Background: an optimization exercise with open tools, aiming at small area, a short achievable clock period and few clock cycles. Do not read the settings as production practice. The RTL was checked by simulation tests, not by an equivalence proof against the original design. No activity file was given, so power comes from the tool's default toggle rates.

<file path="design/flow/config.mk">
export PLATFORM = sky130hd
export DESIGN_NAME = otsu_threshold_finder_top
export DESIGN_NICKNAME = otsu_threshold_finder_top
export VERILOG_FILES = /design/flow/design.v
export SDC_FILE = /design/flow/constraint.sdc
export NUM_CORES = 4
export LEC_CHECK = 0
export ABC_CLOCK_PERIOD_IN_PS = 4000
export CAP_MARGIN = 20
export CELL_PAD_IN_SITES_DETAIL_PLACEMENT = 1
export CELL_PAD_IN_SITES_GLOBAL_PLACEMENT = 2
export CORE_MARGIN = 2
export CORE_UTILIZATION = 30
export PLACE_DENSITY = 0.4
export SETUP_SLACK_MARGIN = 5
export SLEW_MARGIN = 20
export SYNTH_MEMORY_MAX_BITS = 8192
</file>
<file path="design/flow/constraint.sdc">
create_clock -name core_clock -period 12.0 [get_ports {clk_i}]
set_input_delay 2.4000 -clock core_clock [delete_from_list [all_inputs] [get_ports {clk_i}]]
set_output_delay 2.4000 -clock core_clock [all_outputs]
set_load 0.01 [all_outputs]
</file>
<file path="design/flow/design.v">
`timescale 1ns / 1ps
`default_nettype none
package otsu_pkg;
  localparam int LEVEL_BITS = 8;
  localparam int QUEUE_DEPTH = 2;
  typedef struct packed {
    logic [LEVEL_BITS-1:0] bin;
    logic                  last;
  } otsu_item_t;
endpackage
`default_nettype wire
`timescale 1ns / 1ps
`default_nettype none
module otsu_mul #(
  parameter int TAG_W = 3
) (
  input  wire logic             clk_i,
  input  wire logic             rst_ni,
  input  wire logic [19:0]      a_i,
  input  wire logic [19:0]      b_i,
  input  wire logic [TAG_W-1:0] tag_i,
  output logic      [39:0]      p_o,
  output logic      [TAG_W-1:0] tag_o
);
  logic [29:0]      lo_q, hi_q;
  logic [39:0]      p_q;
  logic [TAG_W-1:0] t1_q, t2_q;
  always_ff @(posedge clk_i) begin
    lo_q <= a_i * b_i[9:0];
    hi_q <= a_i * b_i[19:10];
    p_q  <= {10'b0, lo_q} + {hi_q, 10'b0};
  end
  always_ff @(posedge clk_i or negedge rst_ni) begin
    if (!rst_ni) begin
      t1_q <= '0;
      t2_q <= '0;
    end else begin
      t1_q <= tag_i;
      t2_q <= t1_q;
    end
  end
  assign p_o   = p_q;
  assign tag_o = t2_q;
endmodule
`default_nettype wire
`timescale 1ns / 1ps
`default_nettype none
module otsu_back (
  input  wire logic        clk_i,
  input  wire logic        rst_ni,
  input  wire logic        go_i,
  input  wire logic [27:0] ntot_i,
  input  wire logic [35:0] stot_i,
  output logic             addr_ld_o,
  output logic      [7:0]  addr_o,
  input  wire logic [19:0] rdata_i,
  output logic             active_o,
  output logic             done_o,
  output logic      [7:0]  res_o,
  input  wire logic        ack_i
);
  function automatic logic [25:0] norm62(input logic [61:0] x);
    logic [5:0]  pos;
    logic [61:0] sh;
    pos = '0;
    for (int i = 0; i < 62; i++) if (x[i]) pos = 6'(i);
    sh = x << (6'd61 - pos);
    norm62 = {pos, sh[61:42]};
  endfunction
  logic        active_q;
  logic [8:0]  kf_q;
  logic        hv_q;
  logic [19:0] h_q;
  logic [7:0]  hk_q;
  logic        consume, fetch;
  assign active_o  = active_q;
  assign fetch     = active_q && !kf_q[8] && (!hv_q || consume);
  assign addr_ld_o = go_i || fetch;
  assign addr_o    = go_i ? 8'd0 : kf_q[7:0] + 8'd1;
  typedef enum logic [1:0] {DG_IDLE, DG_DIG, DG_ACC, DG_NORM} dg_e;
  dg_e dg_q;
  logic signed [36:0] tau_q;
  logic signed [63:0] e_q;
  logic signed [57:0] p_q;
  logic [27:0]        n0_q;
  logic signed [29:0] g_q;
  logic [19:0]        hrem_q;
  logic [1:0]         dig_q;
  logic               su_v_q, scan_end_q;
  logic [7:0]         su_k_q, dk_q;
  logic signed [41:0] ppe_q;
  logic signed [34:0] ppp_q;
  logic               ppv_q;
  logic [1:0]         ppsh_q;
  logic        x_v_q, xz_q;
  logic [7:0]  xk_q;
  logic [19:0] xdm_q, xpm_q;
  logic [5:0]  xde_q, xpe_q;
  logic front_en, dig_start, handoff;
  assign front_en  = !su_v_q && dg_q != DG_DIG && !scan_end_q;
  assign consume   = active_q && hv_q && front_en;
  assign dig_start = su_v_q && dg_q == DG_IDLE && (!x_v_q || handoff);
  logic [25:0] ne, np;
  assign ne = norm62(e_q[61:0]);
  assign np = norm62({6'b0, p_q[55:0]});
  logic [61:0] bu_q [2];
  logic [55:0] bp_q [2];
  logic [19:0] bwm_q [2];
  logic [6:0]  bwe_q [2];
  logic [19:0] bpm_q [2];
  logic [5:0]  bpe_q [2];
  logic [7:0]  bk_q [2];
  logic        bz_q [2];
  logic        ptr_q;
  logic        fl_busy_q, apply_q, gt_q, amb_q;
  logic [2:0]  fo_q;
  logic [19:0] rm_q;
  logic [7:0]  re_q, lbase_q;
  logic        fb_q;
  logic apply_flip, fl_ready, ptr_nx, cand;
  assign apply_flip = apply_q && !amb_q && gt_q;
  assign fl_ready   = (!fl_busy_q && !apply_q && !fb_q) || (apply_q && !amb_q);
  assign ptr_nx     = ptr_q ^ apply_flip;
  assign handoff    = x_v_q && fl_ready;
  assign cand       = ~ptr_q;
  logic [19:0] mul_a, mul_b;
  logic [2:0]  mul_tag, mtag;
  logic [39:0] prod;
  otsu_mul #(.TAG_W(3)) u_mul (
    .clk_i  (clk_i),
    .rst_ni (rst_ni),
    .a_i    (mul_a),
    .b_i    (mul_b),
    .tag_i  (mul_tag),
    .p_o    (prod),
    .tag_o  (mtag)
  );
  logic [19:0] prod_m;
  logic        prod_t;
  assign prod_t = prod[39];
  assign prod_m = prod_t ? prod[39:20] : prod[38:19];
  logic [7:0]        le;
  logic signed [8:0] ediff;
  logic [20:0]       lm2, rm2;
  logic [21:0]       lthr, rthr;
  logic              f_gt, f_lt;
  assign le    = lbase_q + 8'(prod_t);
  assign ediff = signed'({1'b0, le}) - signed'({1'b0, re_q});
  assign lm2   = (ediff == 9'sd1)  ? {prod_m, 1'b0} : {1'b0, prod_m};
  assign rm2   = (ediff == -9'sd1) ? {rm_q, 1'b0}   : {1'b0, rm_q};
  assign rthr  = 22'(rm2) + 22'(rm2[20:16]) + 22'd1;
  assign lthr  = 22'(lm2) + 22'(lm2[20:16]) + 22'd1;
  always_comb begin
    if (ediff >= 9'sd2) begin
      f_gt = 1'b1;
      f_lt = 1'b0;
    end else if (ediff <= -9'sd2) begin
      f_gt = 1'b0;
      f_lt = 1'b1;
    end else begin
      f_gt = 22'(lm2) >= rthr;
      f_lt = 22'(rm2) >= lthr;
    end
  end
  logic        fbe_q;             
  logic [1:0]  fbw_q;
  logic [3:0]  col_q, cmax_q;
  logic        side_q;
  logic [1:0]  fi_q, fl_q, imax_q, lmax_q;
  logic [2:0]  ph_q;
  logic signed [71:0] acc_q;
  logic        nz_q;
  logic [19:0] xa_q, xb_q, pq_q, ahi_q;
  logic        tneg_q;
  logic        fb_fin, fb_gt, fb_start;
  assign fb_start = apply_q && amb_q;
  assign fb_fin   = fb_q && col_q == cmax_q + 4'd1;
  assign fb_gt    = (!acc_q[71] && acc_q != '0) || (acc_q == '0 && nz_q);
  logic [79:0] fx;
  logic [59:0] fp;
  logic [3:0]  fj;
  logic [19:0] lxi, lxj, lpl;
  logic        fvalid;
  assign fx     = {18'b0, bu_q[ptr_q ^ ~side_q]};
  assign fp     = {4'b0, bp_q[ptr_q ^ side_q]};
  assign fj     = col_q - 4'(fi_q) - 4'(fl_q);
  assign lxi    = fx[20*fi_q +: 20];
  assign lxj    = fx[20*fj[1:0] +: 20];
  assign lpl    = fp[20*fl_q +: 20];
  assign fvalid = !fj[3] && fj[2:0] <= 3'd3 && lxi != '0 && lxj != '0 && lpl != '0;
  logic [61:0] uor;
  logic [55:0] por;
  logic [1:0]  imax_c, lmax_c;
  assign uor    = bu_q[0] | bu_q[1];
  assign por    = bp_q[0] | bp_q[1];
  assign imax_c = (uor[61:60] != '0) ? 2'd3 : (uor[59:40] != '0) ? 2'd2 :
                  (uor[39:20] != '0) ? 2'd1 : 2'd0;
  assign lmax_c = (por[55:40] != '0) ? 2'd2 : (por[39:20] != '0) ? 2'd1 : 2'd0;
  always_comb begin
    mul_a   = '0;
    mul_b   = '0;
    mul_tag = '0;
    if (fb_q) begin
      case (ph_q)
        3'd1: begin mul_a = xa_q; mul_b = xb_q; end
        3'd3: begin mul_a = prod[19:0]; mul_b = pq_q; mul_tag = {1'b1, 1'b0, tneg_q}; end
        3'd4: begin mul_a = ahi_q; mul_b = pq_q; mul_tag = {1'b1, 1'b1, tneg_q}; end
        default: ;
      endcase
    end else if (handoff) begin
      mul_a = xdm_q;
      mul_b = xdm_q;
    end else if (fl_busy_q) begin
      case (fo_q)
        3'd1: begin mul_a = bwm_q[ptr_q]; mul_b = bpm_q[cand]; end
        3'd2: begin mul_a = prod_m; mul_b = bpm_q[ptr_q]; end
        default: ;
      endcase
    end
  end
  logic idle_all;
  assign idle_all = scan_end_q && !su_v_q && dg_q == DG_IDLE && !x_v_q &&
                    !fl_busy_q && !apply_q && !fb_q;
  assign done_o   = active_q && idle_all;
  assign res_o    = bk_q[ptr_q];
  always_ff @(posedge clk_i or negedge rst_ni) begin
    if (!rst_ni) begin
      active_q   <= 1'b0;
      kf_q       <= '0;
      hv_q       <= 1'b0;
      su_v_q     <= 1'b0;
      scan_end_q <= 1'b1;
      dg_q       <= DG_IDLE;
      ppv_q      <= 1'b0;
      x_v_q      <= 1'b0;
      fl_busy_q  <= 1'b0;
      apply_q    <= 1'b0;
      fo_q       <= '0;
      fb_q       <= 1'b0;
      ptr_q      <= 1'b0;
    end else if (go_i) begin
      active_q   <= 1'b1;
      kf_q       <= '0;
      hv_q       <= 1'b0;
      su_v_q     <= 1'b0;
      scan_end_q <= 1'b0;
      dg_q       <= DG_IDLE;
      ppv_q      <= 1'b0;
      x_v_q      <= 1'b0;
      fl_busy_q  <= 1'b0;
      apply_q    <= 1'b0;
      fo_q       <= '0;
      fb_q       <= 1'b0;
      ptr_q      <= 1'b0;
    end else begin
      if (ack_i) active_q <= 1'b0;
      if (consume) hv_q <= 1'b0;
      if (fetch) begin
        hv_q <= 1'b1;
        kf_q <= kf_q + 1'b1;
      end
      if (consume) begin
        if (hk_q == 8'd255) scan_end_q <= 1'b1;
        if (h_q != '0) su_v_q <= 1'b1;
      end
      if (dig_start) su_v_q <= 1'b0;
      ppv_q <= dg_q == DG_DIG;
      case (dg_q)
        DG_IDLE: if (dig_start) dg_q <= DG_DIG;
        DG_DIG:  if (hrem_q[19:5] == '0) dg_q <= DG_ACC;
        DG_ACC:  dg_q <= DG_NORM;
        default: dg_q <= DG_IDLE;
      endcase
      if (dg_q == DG_NORM) x_v_q <= 1'b1;
      else if (handoff) x_v_q <= 1'b0;
      apply_q <= fl_busy_q && fo_q == 3'd4;
      if (handoff) begin
        fl_busy_q <= 1'b1;
        fo_q      <= 3'd1;
      end else if (fl_busy_q) begin
        if (fo_q == 3'd4) fl_busy_q <= 1'b0;
        else fo_q <= fo_q + 1'b1;
      end
      if (apply_flip) ptr_q <= ~ptr_q;
      if (fb_start) fb_q <= 1'b1;
      if (fb_fin) begin
        fb_q <= 1'b0;
        if (fb_gt) ptr_q <= ~ptr_q;
      end
    end
  end
  always_ff @(posedge clk_i) begin
    if (fetch) begin
      h_q  <= rdata_i;
      hk_q <= kf_q[7:0];
    end
    if (go_i) begin
      tau_q <= signed'({1'b0, stot_i});
      e_q   <= '0;
      p_q   <= '0;
      n0_q  <= '0;
    end else begin
      if (ppv_q) begin
        e_q <= e_q + (64'(ppe_q) <<< (5 * ppsh_q));
        p_q <= p_q + (58'(ppp_q) <<< (5 * ppsh_q));
      end
      if (consume) begin
        if (h_q == '0) begin
          tau_q <= tau_q - signed'({9'b0, ntot_i});
        end else begin
          g_q    <= signed'({2'b0, ntot_i}) - signed'({1'b0, n0_q, 1'b0}) - signed'({10'b0, h_q});
          n0_q   <= n0_q + 28'(h_q);
          hrem_q <= h_q;
          su_k_q <= hk_q;
        end
      end
      if (dig_start) begin
        dig_q <= '0;
        dk_q  <= su_k_q;
      end
      if (dg_q == DG_DIG) begin
        ppe_q  <= tau_q * signed'({1'b0, hrem_q[4:0]});
        ppp_q  <= g_q * signed'({1'b0, hrem_q[4:0]});
        ppsh_q <= dig_q;
        hrem_q <= hrem_q >> 5;
        dig_q  <= dig_q + 1'b1;
        if (hrem_q[19:5] == '0) tau_q <= tau_q - signed'({9'b0, ntot_i});
      end
      if (dg_q == DG_NORM) begin
        xz_q  <= e_q == '0;
        xk_q  <= dk_q;
        xde_q <= ne[25:20];
        xdm_q <= ne[19:0];
        xpe_q <= np[25:20];
        xpm_q <= np[19:0];
      end
    end
  end
  always_ff @(posedge clk_i) begin
    if (go_i) begin
      bz_q[0] <= 1'b1;
      bk_q[0] <= '0;
    end else begin
      if (handoff) begin
        bu_q[~ptr_nx]  <= e_q[61:0];
        bp_q[~ptr_nx]  <= p_q[55:0];
        bpm_q[~ptr_nx] <= xpm_q;
        bpe_q[~ptr_nx] <= xpe_q;
        bk_q[~ptr_nx]  <= xk_q;
        bz_q[~ptr_nx]  <= xz_q;
        bwe_q[~ptr_nx] <= {xde_q, 1'b0};
      end
      if (fl_busy_q && fo_q == 3'd2) begin
        bwm_q[cand] <= prod_m;
        bwe_q[cand] <= bwe_q[cand] + 7'(prod_t);
      end
      if (fl_busy_q && fo_q == 3'd3) begin
        rm_q    <= prod_m;
        re_q    <= 8'(bwe_q[ptr_q]) + 8'(bpe_q[cand]) + 8'(prod_t);
        lbase_q <= 8'(bwe_q[cand]) + 8'(bpe_q[ptr_q]);
      end
      if (fl_busy_q && fo_q == 3'd4) begin
        gt_q  <= !bz_q[cand] && (bz_q[ptr_q] || f_gt);
        amb_q <= !bz_q[cand] && !bz_q[ptr_q] && !f_gt && !f_lt;
      end
    end
  end
  logic [1:0] nfl, nfi;
  logic       nside, ncol_end;
  always_comb begin
    nfl      = fl_q;
    nfi      = fi_q;
    nside    = side_q;
    ncol_end = 1'b0;
    if (fl_q != lmax_q) begin
      nfl = fl_q + 1'b1;
    end else begin
      nfl = '0;
      if (fi_q != imax_q) begin
        nfi = fi_q + 1'b1;
      end else begin
        nfi      = '0;
        nside    = ~side_q;
        ncol_end = side_q;
      end
    end
  end
  logic fb_adv;
  assign fb_adv = fb_q && !fb_fin && !fbe_q && ((ph_q == 3'd0 && !fvalid) || ph_q == 3'd4);
  always_ff @(posedge clk_i or negedge rst_ni) begin
    if (!rst_ni) begin
      imax_q <= '0;
      lmax_q <= '0;
      cmax_q <= '0;
      fbe_q  <= 1'b0;
      fbw_q  <= '0;
      col_q  <= '0;
      side_q <= 1'b0;
      fi_q   <= '0;
      fl_q   <= '0;
      ph_q   <= '0;
    end else if (fb_start) begin
      imax_q <= imax_c;
      lmax_q <= lmax_c;
      cmax_q <= {1'b0, imax_c, 1'b0} + {2'b0, lmax_c};
      fbe_q  <= 1'b0;
      fbw_q  <= '0;
      col_q  <= '0;
      side_q <= 1'b0;
      fi_q   <= '0;
      fl_q   <= '0;
      ph_q   <= '0;
    end else if (fb_q && !fb_fin) begin
      if (fbe_q) begin
        fbw_q <= fbw_q + 1'b1;
        if (fbw_q == 2'd2) begin
          fbe_q <= 1'b0;
          fbw_q <= '0;
          col_q <= col_q + 1'b1;
        end
      end else if (fb_adv) begin
        ph_q   <= '0;
        fl_q   <= nfl;
        fi_q   <= nfi;
        side_q <= nside;
        fbe_q  <= ncol_end;
      end else begin
        ph_q <= ph_q + 1'b1;
      end
    end
  end
  always_ff @(posedge clk_i) begin
    if (fb_start) begin
      acc_q <= '0;
      nz_q  <= 1'b0;
    end else begin
      if (fb_q && !fbe_q && ph_q == 3'd0) begin
        xa_q   <= lxi;
        xb_q   <= lxj;
        pq_q   <= lpl;
        tneg_q <= side_q;
      end
      if (fb_q && !fbe_q && ph_q == 3'd3) ahi_q <= prod[39:20];
      if (fb_q && fbe_q && fbw_q == 2'd2) begin
        nz_q  <= nz_q | (acc_q[19:0] != '0);
        acc_q <= acc_q >>> 20;
      end else if (mtag[2]) begin
        if (mtag[0]) acc_q <= acc_q - (72'(prod) << (mtag[1] ? 20 : 0));
        else         acc_q <= acc_q + (72'(prod) << (mtag[1] ? 20 : 0));
      end
    end
  end
endmodule
`default_nettype wire
`timescale 1ns / 1ps
`default_nettype none
module otsu_threshold_finder_top #(
  parameter int LEVELS     = 256,
  parameter int COUNT_BITS = 20
) (
  input  wire logic                  clk_i,
  input  wire logic                  rst_ni,
  input  wire logic                  in_valid_i,
  output logic                       in_stall_o,
  input  wire logic [otsu_pkg::LEVEL_BITS-1:0] pixel_i,
  input  wire logic                  last_pixel_i,
  output logic                       out_valid_o,
  input  wire logic                  out_stall_i,
  output logic [otsu_pkg::LEVEL_BITS-1:0]      threshold_o
);
  localparam int CW = 20;
  logic [255:0][CW-1:0] hist_q;
  logic          in_stall_q, clr_q;
  logic          v0_q, last0_q, v1_q, last1_q, go_q;
  logic [7:0]    p0_q, p1_q;
  logic [CW-1:0] r1_q, rd, wdata;
  logic          inc;
  logic [27:0]   ntot_q;
  logic [35:0]   stot_q;
  logic [7:0]    raddr, s_addr, s_res;
  logic          s_addr_ld;
  logic          s_active, s_done, s_ack;
  logic          out_valid_q;
  logic [7:0]    thr_q;
  logic          take;
  assign take = in_valid_i & ~in_stall_q;
  always_ff @(posedge clk_i or negedge rst_ni) begin
    if (!rst_ni) begin
      v0_q       <= 1'b0;
      v1_q       <= 1'b0;
      go_q       <= 1'b0;
      in_stall_q <= 1'b0;
      clr_q      <= 1'b1;
    end else begin
      v0_q  <= take;
      v1_q  <= v0_q;
      go_q  <= v1_q & last1_q;
      clr_q <= s_ack;
      if (take && last_pixel_i) begin
        in_stall_q <= 1'b1;
      end else if (s_ack) begin
        in_stall_q <= 1'b0;
      end
    end
  end
  always_ff @(posedge clk_i) begin
    if (take) begin
      p0_q    <= pixel_i;
      last0_q <= last_pixel_i;
    end else if (s_addr_ld) begin
      p0_q    <= s_addr;
    end
    p1_q    <= p0_q;
    last1_q <= last0_q;
    r1_q    <= (v1_q && p1_q == p0_q) ? wdata : rd;
  end
  assign inc   = r1_q != '1;
  assign wdata = inc ? r1_q + 1'b1 : r1_q;
  always_ff @(posedge clk_i) begin
    if (clr_q) begin
      ntot_q <= '0;
      stot_q <= '0;
    end else if (v1_q && inc) begin
      ntot_q <= ntot_q + 1'b1;
      stot_q <= stot_q + 36'(p1_q);
    end
  end
  always_ff @(posedge clk_i) begin
    for (int w = 0; w < 256; w++) begin
      if (clr_q || (v1_q && p1_q == 8'(w))) begin
        hist_q[w] <= clr_q ? '0 : wdata;
      end
    end
  end
  assign raddr = p0_q;
  logic [CW-1:0] m1 [64];
  logic [CW-1:0] m2 [16];
  logic [CW-1:0] m3 [4];
  for (genvar i = 0; i < 64; i++) begin : g_m1
    always_comb begin
      case (raddr[1:0])
        2'd0:    m1[i] = hist_q[4*i];
        2'd1:    m1[i] = hist_q[4*i+1];
        2'd2:    m1[i] = hist_q[4*i+2];
        default: m1[i] = hist_q[4*i+3];
      endcase
    end
  end
  for (genvar i = 0; i < 16; i++) begin : g_m2
    always_comb begin
      case (raddr[3:2])
        2'd0:    m2[i] = m1[4*i];
        2'd1:    m2[i] = m1[4*i+1];
        2'd2:    m2[i] = m1[4*i+2];
        default: m2[i] = m1[4*i+3];
      endcase
    end
  end
  for (genvar i = 0; i < 4; i++) begin : g_m3
    always_comb begin
      case (raddr[5:4])
        2'd0:    m3[i] = m2[4*i];
        2'd1:    m3[i] = m2[4*i+1];
        2'd2:    m3[i] = m2[4*i+2];
        default: m3[i] = m2[4*i+3];
      endcase
    end
  end
  always_comb begin
    case (raddr[7:6])
      2'd0:    rd = m3[0];
      2'd1:    rd = m3[1];
      2'd2:    rd = m3[2];
      default: rd = m3[3];
    endcase
  end
  otsu_back u_back (
    .clk_i    (clk_i),
    .rst_ni   (rst_ni),
    .go_i     (go_q),
    .ntot_i   (ntot_q),
    .stot_i   (stot_q),
    .addr_ld_o(s_addr_ld),
    .addr_o   (s_addr),
    .rdata_i  (rd),
    .active_o (s_active),
    .done_o   (s_done),
    .res_o    (s_res),
    .ack_i    (s_ack)
  );
  assign s_ack = s_done && (!out_valid_q || !out_stall_i);
  always_ff @(posedge clk_i or negedge rst_ni) begin
    if (!rst_ni) begin
      out_valid_q <= 1'b0;
    end else if (s_ack) begin
      out_valid_q <= 1'b1;
    end else if (!out_stall_i) begin
      out_valid_q <= 1'b0;
    end
  end
  always_ff @(posedge clk_i) begin
    if (s_ack) begin
      thr_q <= s_res;
    end
  end
  assign in_stall_o  = in_stall_q;
  assign out_valid_o = out_valid_q;
  assign threshold_o = thr_q;
endmodule
`default_nettype wire
</file>
<file path="design/flow/run.sh">
#!/bin/bash
# synth_recipe.tcl (not shown) runs the flow's synth.tcl, then flattens the netlist and writes it again
# the make line also repeats each setting of config.mk as NAME=value (left out here)
make -C /OpenROAD-flow-scripts/flow DESIGN_CONFIG=/design/flow/config.mk WORK_HOME=/design/flow/orfs CLKGATE_MAP_FILE= SYNTH_SCRIPT=/design/flow/synth_recipe.tcl finish
</file>
==> flow_metrics.tcl <==
set metrics [dict create \
    end_kind "flip-flop" \
    first_pass_iters 7 \
    cts_sinks 6361 \
    grt_setup_unrepaired "yes" \
    drive_gt1_frac 0.216 \
    status "complete, no violations" \
    ys_types 124 \
    antenna_found_initial 79 \
    hold_start "u_back.u_mul.lo_q[0]$_DFF_P_" \
    reg2reg_from "u_back.fo_q[1]$_DFFE_PN0P_" \
    pre_cts_ws_ps 2320 \
    port_buffers 22 \
    worstHoldEndpoint "u_back.u_mul.p_q[0]$_DFF_P_" \
    cts_tree "done" \
    cts_htree_levels 6 \
    drv_slew 0 \
    cts_root_buf "clkbuf_16" \
    rows 365 \
    cpMaxStageDelayCell "fa_1" \
    synthArstFlopShare 0.00912 \
    critical_path_depth 33 \
    hp-class "reg2reg" \
    skew_ps 109 \
    synthCells 18728 \
    crit_type "reg2reg" \
    p_leak_nw 120 \
    ctsHoldBuffers 0 \
    r2r_slack_ps 4420 \
    worst_slew_margin_rel 0.132 \
    switching_power_mw 48.8 \
    place_hpwl_um 736000 \
    ys_seq_area_frac 0.628 \
    final_area_um2 346000 \
    synth-edff-count 5852 \
    die-height_um 999 \
    max-cap-violations 0 \
    power_frac_comb 0.511 \
    timing.final.ws_setup_ps 4420 \
    core_area_um2 987000 \
    required_ps 12930 \
    grt_pass1_vias 183385 \
    fp.dieW_um 999 \
    cpLargestDelayFamily "adder cells" \
    min_period_ps 7580 \
    synth_top_area_share 0.592 \
    drt_wl_total_um 1100000 \
    p_total_mw 113 \
    fin_nets 20765 \
    period_share 0.632 \
    clk_pin_slew_ps 60 \
    p_clk_frac 0.202 \
    internal_power_mw 64.3 \
    cp_max_fo 6 \
    power.density_nw_per_um2 327 \
    max_freq_mhz 132 \
    worstMarginPinSlew_ps 1300 \
    max_stage_delay_ps 580 \
    critPathMostFrequentCell "fa_1" \
    hold_path_depth 0 \
    first_iter_violations 12161 \
    clockBufferDepth 5 \
    clk_latency_ps 1100 \
    synthTopCellsByArea "edfxtp_1 59%, mux4_2 12%, fa_1 3.5%, dfxtp_1 3.0%, ha_1 2.9%" \
    synth_top_area_cell "edfxtp_1" \
    ioPinCount 23 \
    viasPerCell 5.16 \
    gp_congestion 0.773 \
    ys_ff_latch 6361 \
    r2r_end "u_back.u_mul.lo_q[29]$_DFF_P_" \
    worst_setup_path_start_kind "flip-flop" \
    grt_use_total 0.218 \
    grt_first_pass_wirelength_um 1540000 \
    antenna_left 0 \
    syn_area_per_cell_um2 15.8 \
    finalSetupTns_ps 0 \
    cp.arrival_ps 8510 \
    grt_overflow 0 \
    area_delta_synth_final_pct 16.7 \
    yosysMostFrequentCell "edfxtp_1" \
    cts_buffers 772 \
    vias 172548 \
    setup_viol_count_final 0 \
    pwr-share-seq 0.287 \
    switching_share 0.432 \
    timing.final.hold_violations 0 \
    r2r_cells 33 \
    grt_max_degree 144 \
    ys.flop_type "edfxtp_1" \
    ys_warn_count 6 \
    critical_path_buf_inv_count 8 \
    synth_fp_nets 19943 \
    synth.top_cells.by_count "5852 x edfxtp_1, 1604 x mux4_2, 1188 x nand2_1" \
    place_area_um2 317000 \
    synth.cell_area_um2 297000 \
    wl_per_cell_um 33.1 \
    initial_utilization 0.301 \
    dieArea_um2 997000 \
    post-route-drc-count 0 \
    irDropWorstVdd_mv 0.419 \
]
==> sequential cells by signal, indices dropped and copies added (netlist names), 30 cells and up <==
register,count
hist_q,5120
stot_q,36
u_back.acc_q,72
u_back.bp_q,112
u_back.bpm_q,40
u_back.bu_q,124
u_back.bwm_q,40
u_back.e_q,64
u_back.g_q,30
u_back.p_q,56
u_back.ppe_q,42
u_back.ppp_q,35
u_back.tau_q,37
u_back.u_mul.hi_q,30
u_back.u_mul.lo_q,30
u_back.u_mul.p_q,40
==> worst max path at each step <==
stage / slack, ps / end / from
2_1_floorplan: 2800 / hist_q[1005]$_DFFE_PP_ / r1_q[3]$_DFF_P_
3_5_place_dp: 2320 / u_back.u_mul.lo_q[29]$_DFF_P_ / u_back.fb_q$_DFFE_PN0P_
6_report: 4420 / u_back.u_mul.lo_q[29]$_DFF_P_ / u_back.fo_q[1]$_DFFE_PN0P_
5_1_grt: 4090 / u_back.u_mul.hi_q[29]$_DFF_P_ / u_back.fo_q[0]$_DFFE_PN0P_
4_1_cts: 4410 / u_back.u_mul.lo_q[29]$_DFF_P_ / u_back.fo_q[1]$_DFFE_PN0P_
3_3_place_gp: 2320 / u_back.u_mul.lo_q[29]$_DFF_P_ / u_back.fb_q$_DFFE_PN0P_
==> logic make-up after synthesis <==
| logic type | count (synthesis) | synth area share |
|---|---|---|
| fa+ha+maj | 1202 | 0.0638 |
| mux | 2397 | 0.149 |
| xor+xnor | 571 | 0.0169 |
| compound gates | 2885 | 0.0635 |
| buf+inv | 1726 | 0.0233 |
| simple gates | 3586 | 0.0560 |
| flops | 6361 | 0.628 |
==> worst register-to-register path: cells and delay by family, from the launching register on <==
kind	cells	cell delay, ps
fa+ha+maj	7	3000
compound gates	11	1820
buf+inv	8	1060
simple gates	6	1040
flops	1	410
xor+xnor	1	130
==> cell type report <==
class | count | area, µm²
Antenna cell | 33 | 82.6
Clock buffer | 1012 | 20600
Clock inverter | 397 | 3710
Fill cell | 99295 | 641000
Inverter | 767 | 2890
Multi-Input combinational cell | 10646 | 107000
Sequential cell | 6361 | 186000
Tap cell | 13212 | 16500
Timing Repair Buffer | 1002 | 9430
==> through the flow <==
stage	utilization	hold WS (ps)	std cells
3_3_place_gp	0.321	310	31741
4_1_cts	0.349	311	33332
6_report	0.351	324	33430
5_1_grt	0.351	329	33401
2_1_floorplan	-	310	18728
3_5_place_dp	0.321	313	31745
==> cells in the final DEF, fill, tap and decap left out, drive strengths merged, types with 561 or more instances in the layout <==
cell type  count
edfxtp      5852
clkbuf      1016
nand2       1190
mux4        1604
nor2        1065
a21oi        813
inv          792
buf          962
mux2i        690
o21ai        561
ha           683
==> metal layers <==
| layer | global-route usage | wire, µm |
|---|---|---|
| met1 | 0.319 | 527000 |
| met2 | 0.358 | 522000 |
| met3 | 0.0234 | 38100 |
| met4 | 0.0340 | 17600 |
| met5 | 0 | 7 |
==> power by group through the flow <==
stage | sequential (mW) | combinational [mW] | clock [mW]
global route | 32.6 | 63.2 | 24.4
finish | 32.4 | 57.7 | 22.9
floorplan | 32.1 | 34.2 | 0
CTS | 32.5 | 58.6 | 23.7
detailed placement | 33.0 | 56.6 | 0
global placement | 33.0 | 56.8 | 0
==> timing repair <==
| action | 4_1_cts | 5_1_grt |
|---|---|---|
| pin swaps | 87 | 102 |
| setup endpoints to repair | 71 | 39 |
| gates cloned | 23 | 4 |
| gates resized for setup | 351 | 161 |
| hold endpoints to repair | 0 | 0 |
| setup buffers | 155 | 58 |
Testbench counts, summed over its fixed seeds: cycles 299,761.

==> what the ideal ports hide <==
How much do the figures lean on ideal ports? The routed layout below was timed once more, with nothing changed but the port constraints. Step 1, drivers: a clkbuf_16 drives clk_i and a buf_2 each remaining input, both assumed. Step 2 adds t to the input delays and takes it off the output delays; t is the mean of the earliest and latest rising clock arrival at the registers after step 1. Input paths then give back, and output paths get back, about the clock's delay inside the block. a / b / c = no drivers / after step 1 / after step 2; a / b = the first two.
t (ns): 1.191
setup WS [ns]: 4.417 / 4.417 / 4.417
worst hold slack (ns): 0.324 / 0.324 / 0.324
After both steps this run still meets setup and hold. The setup slack of this run moves by 0.000 ns with the drivers and by 0.000 ns with both steps.
